Context: an optimization exercise on an open-source flow, tuned for small area, a short achievable clock period and few clock cycles per item. The choices shown serve that exercise and are no tape-out recipe. Function was checked by simulation only, so behaviour that the tests miss may differ from the original. No activity file was given, so power comes from the tool's default toggle rates.

== JK ==
// ghash_top
module ghash_top
(
    input  logic      clk,
    input  logic      i_rst,
    input  logic      i_psel,
    input  logic      i_penable,
    input  logic      i_pwrite,
    input  ghash_pkg::apb_addr_t i_paddr,
    input  ghash_pkg::word_t     i_pwdata,
    output ghash_pkg::word_t     o_prdata,
    output logic      o_pready,
    output logic      o_pslverr
);
For scale: about 710 flip-flops, about 79 I/O pins.
Settings: LEC_CHECK=0, CAP_MARGIN=10, CORE_MARGIN=5, CORE_UTILIZATION=45, SETUP_SLACK_MARGIN=4.4, SLEW_MARGIN=10; clock period 7.0 ns.
run.sh (not shown) runs the stock make flow with config.mk's settings and CLKGATE_MAP_FILE= SYNTH_SCRIPT=/design/flow/synth_recipe.tcl, a recipe that flattens the netlist after the stock synthesis.
JK reached the final stage; the timing, DRC and antenna checks on its layout passed.
Testbench counts of JK, summed over its fixed seeds: cycles 15,872, blocks 1,592.
The inputs of MS differ from those of JK as listed below.
- a change of CAP_MARGIN from 10 to 20
- a change of CORE_UTILIZATION from 45 to 52
- a change of SLEW_MARGIN from 10 to 20
### Flow results
Row wire length on met1: MS lower / JK higher
MS went all the way through synthesis, placement and routing and the layout is clean on timing, DRC and antenna.
[compare] base=JK new=MS: layout multi-input combinational cell count has remained practically unchanged, sequential power went up by about 1%, worst-case clock skew climbed 20 ps, fraction of layout instances using a drive strength above 1 shrank by 0.19 points.
Inputs modified between MS and AL:
- a change of SETUP_SLACK_MARGIN from 4.4 to 4.45
- a change of CORE_UTILIZATION from 52 to 45
==> results.txt <==
- Higher detailed-router iteration count before antenna repair goes to AL over MS.
- Higher required time at the endpoint of the critical path goes to MS over AL.
- Compared with MS, placement density in the core of AL is lower.
- In the flow results for MS and AL, the count of non-CTS buffers in the layout is smaller on MS.
- Post-route standard cell area excluding fillers: AL vs MS up 940 um^2
- Diff MS -> AL: worst hold margin did not really move; count of non-filler cells in the finished layout up 278.
- Looking at critical path depth, AL sits 1 above MS.
- Across both runs, post-cts resize count was higher for AL than for MS.
- The cell count after placement in AL sits 249 above the value recorded for MS.
The inputs of TR differ from those of AL as listed below.
- CORE_UTILIZATION: 45 -> 48
- SETUP_SLACK_MARGIN: 4.45 -> 4.5
Findings:
Compared with AL, in TR detail-routed via count per cell has increased, post-route met1 wirelength has decreased, post-CTS resize count has increased, final number of hold-violating endpoints has remained practically unchanged. Row hold slack: TR higher / AL lower.
diff inputs: TR => PW
- CORE_UTILIZATION now 45, was 48
- SETUP_SLACK_MARGIN now 4.4, was 4.5
Notes after the runs:
Library cell contributing the largest single delay on the critical path: sky130_fd_sc_hd__xnor3_1 -> PW, sky130_fd_sc_hd__xor3_2 -> TR. Filler cell count in the final layout: PW higher than TR. Relative to TR, the die extent in y of PW is higher by 3.2%. TR → PW: wire length lost about 2.6%, worst hold path stage count saw little to no change.

========
Setup of run 1:
Starting RTL as in the previous note.
## ghash_top
module ghash_top
(
    input  logic      clk,
    input  logic      i_rst,
    input  logic      i_psel,
    input  logic      i_penable,
    input  logic      i_pwrite,
    input  ghash_pkg::apb_addr_t i_paddr,
    input  ghash_pkg::word_t     i_pwdata,
    output ghash_pkg::word_t     o_prdata,
    output logic      o_pready,
    output logic      o_pslverr
);
    localparam int W_H0 = 0, W_H1 = 1, W_H2 = 2, W_H3 = 3;
    localparam int W_D0 = 4, W_D1 = 5, W_D2 = 6, W_D3 = 7;
    localparam int W_CLR = 8, W_N = 9;
    ghash_pkg::block_t h_q;                       
    ghash_pkg::word_t  d0_q, d1_q, d2_q;          
    ghash_pkg::block_t y_q;                       
    ghash_pkg::block_t acc_q;                     
    ghash_pkg::word_t  op_q;                      
    logic [1:0]        cnt_q;                     
    logic [1:0]        p_q;                       
    logic              first_q;                   
    logic              fin_q;                     
    logic              done_q;                    
    logic              pend_q;                    
    logic              any_q;                     
  ...
clock: 7.0 ns
lec_check: 0
cap_margin: 20
core_margin: 5
core_utilization: 40
setup_slack_margin: 4.4
slew_margin: 20
Testbench counts of run 1, summed over its fixed seeds: cycles 15,872, blocks 1,592.
Changes in run 2 relative to run 1:
Settings: SETUP_SLACK_MARGIN: 4.4 -> 4.0; CORE_UTILIZATION: 40 -> 45.
Findings:
Utilization run 1 -> run 2: up. The sum of routed wire length over all layers reported for run 2 is smaller than that of run 1 by about 8%. Power density over cell area for run 2: 4.4% up relative to run 1. On cell area, the higher figure sits with run 1, not run 2. Layout sequential cell count essentially unchanged between run 2 and run 1. NOTE maximum number of pins on one net before global-route repair run 1->run 2 increased by a little under 10%. Via count: run 2 better than run 1. [compare] base=run 1 new=run 2: final setup slack of the worst path down 0.30 ns; design internal power flat.
### run 2 -> run 3
Settings: SETUP_SLACK_MARGIN: 4.0 -> 4.5.
[summary]
- Run 3 has more setup slack than run 2.
- On synthesis-to-finish area growth: run 3 sits above run 2.
- Run 3 against run 2: sum of met2 wire segment lengths after detailed routing higher, wire length higher.

==> re-timing with driven ports <==
The flow's constraints put no driver on any port. The routed layouts listed below were extracted and timed again, unchanged, in two steps.
Step 1, drivers: a clkbuf_16 drives clk and a buf_2 each remaining input, both assumed.
Step 2, shift: input delay + t, output delay - t, t = (earliest + latest rising clock arrival at the registers) / 2. This alone moves slack from input paths to output paths.
Three values: ideal, step 1, step 2; two values: the first two.
| run | t (ns) | setup WS [ns] | worst register clock-pin slew, ns |
|---|---|---|---|
| JK | 0.748 | 4.312 / 4.308 / 3.687 | 0.07 / 0.07 |
| MS | 0.748 | 4.299 / 4.290 / 3.663 | 0.07 / 0.07 |
| AL | 0.758 | 4.329 / 4.303 / 3.722 | 0.07 / 0.07 |
| TR | 0.732 | 4.298 / 4.298 / 3.645 | 0.07 / 0.07 |
| PW | 0.748 | 4.312 / 4.308 / 3.687 | 0.07 / 0.07 |
| run 1 | 0.723 | 4.287 / 4.287 / 3.648 | 0.07 / 0.07 |
| run 2 | 0.740 | 3.985 / 3.974 / 3.306 | 0.07 / 0.07 |
| run 3 | 0.756 | 4.346 / 4.296 / 3.727 | 0.07 / 0.07 |
After both steps every run listed still meets setup and hold. For run 2, which loses most, drivers alone change the setup slack by -0.011 ns; drivers and shift together by -0.679 ns.
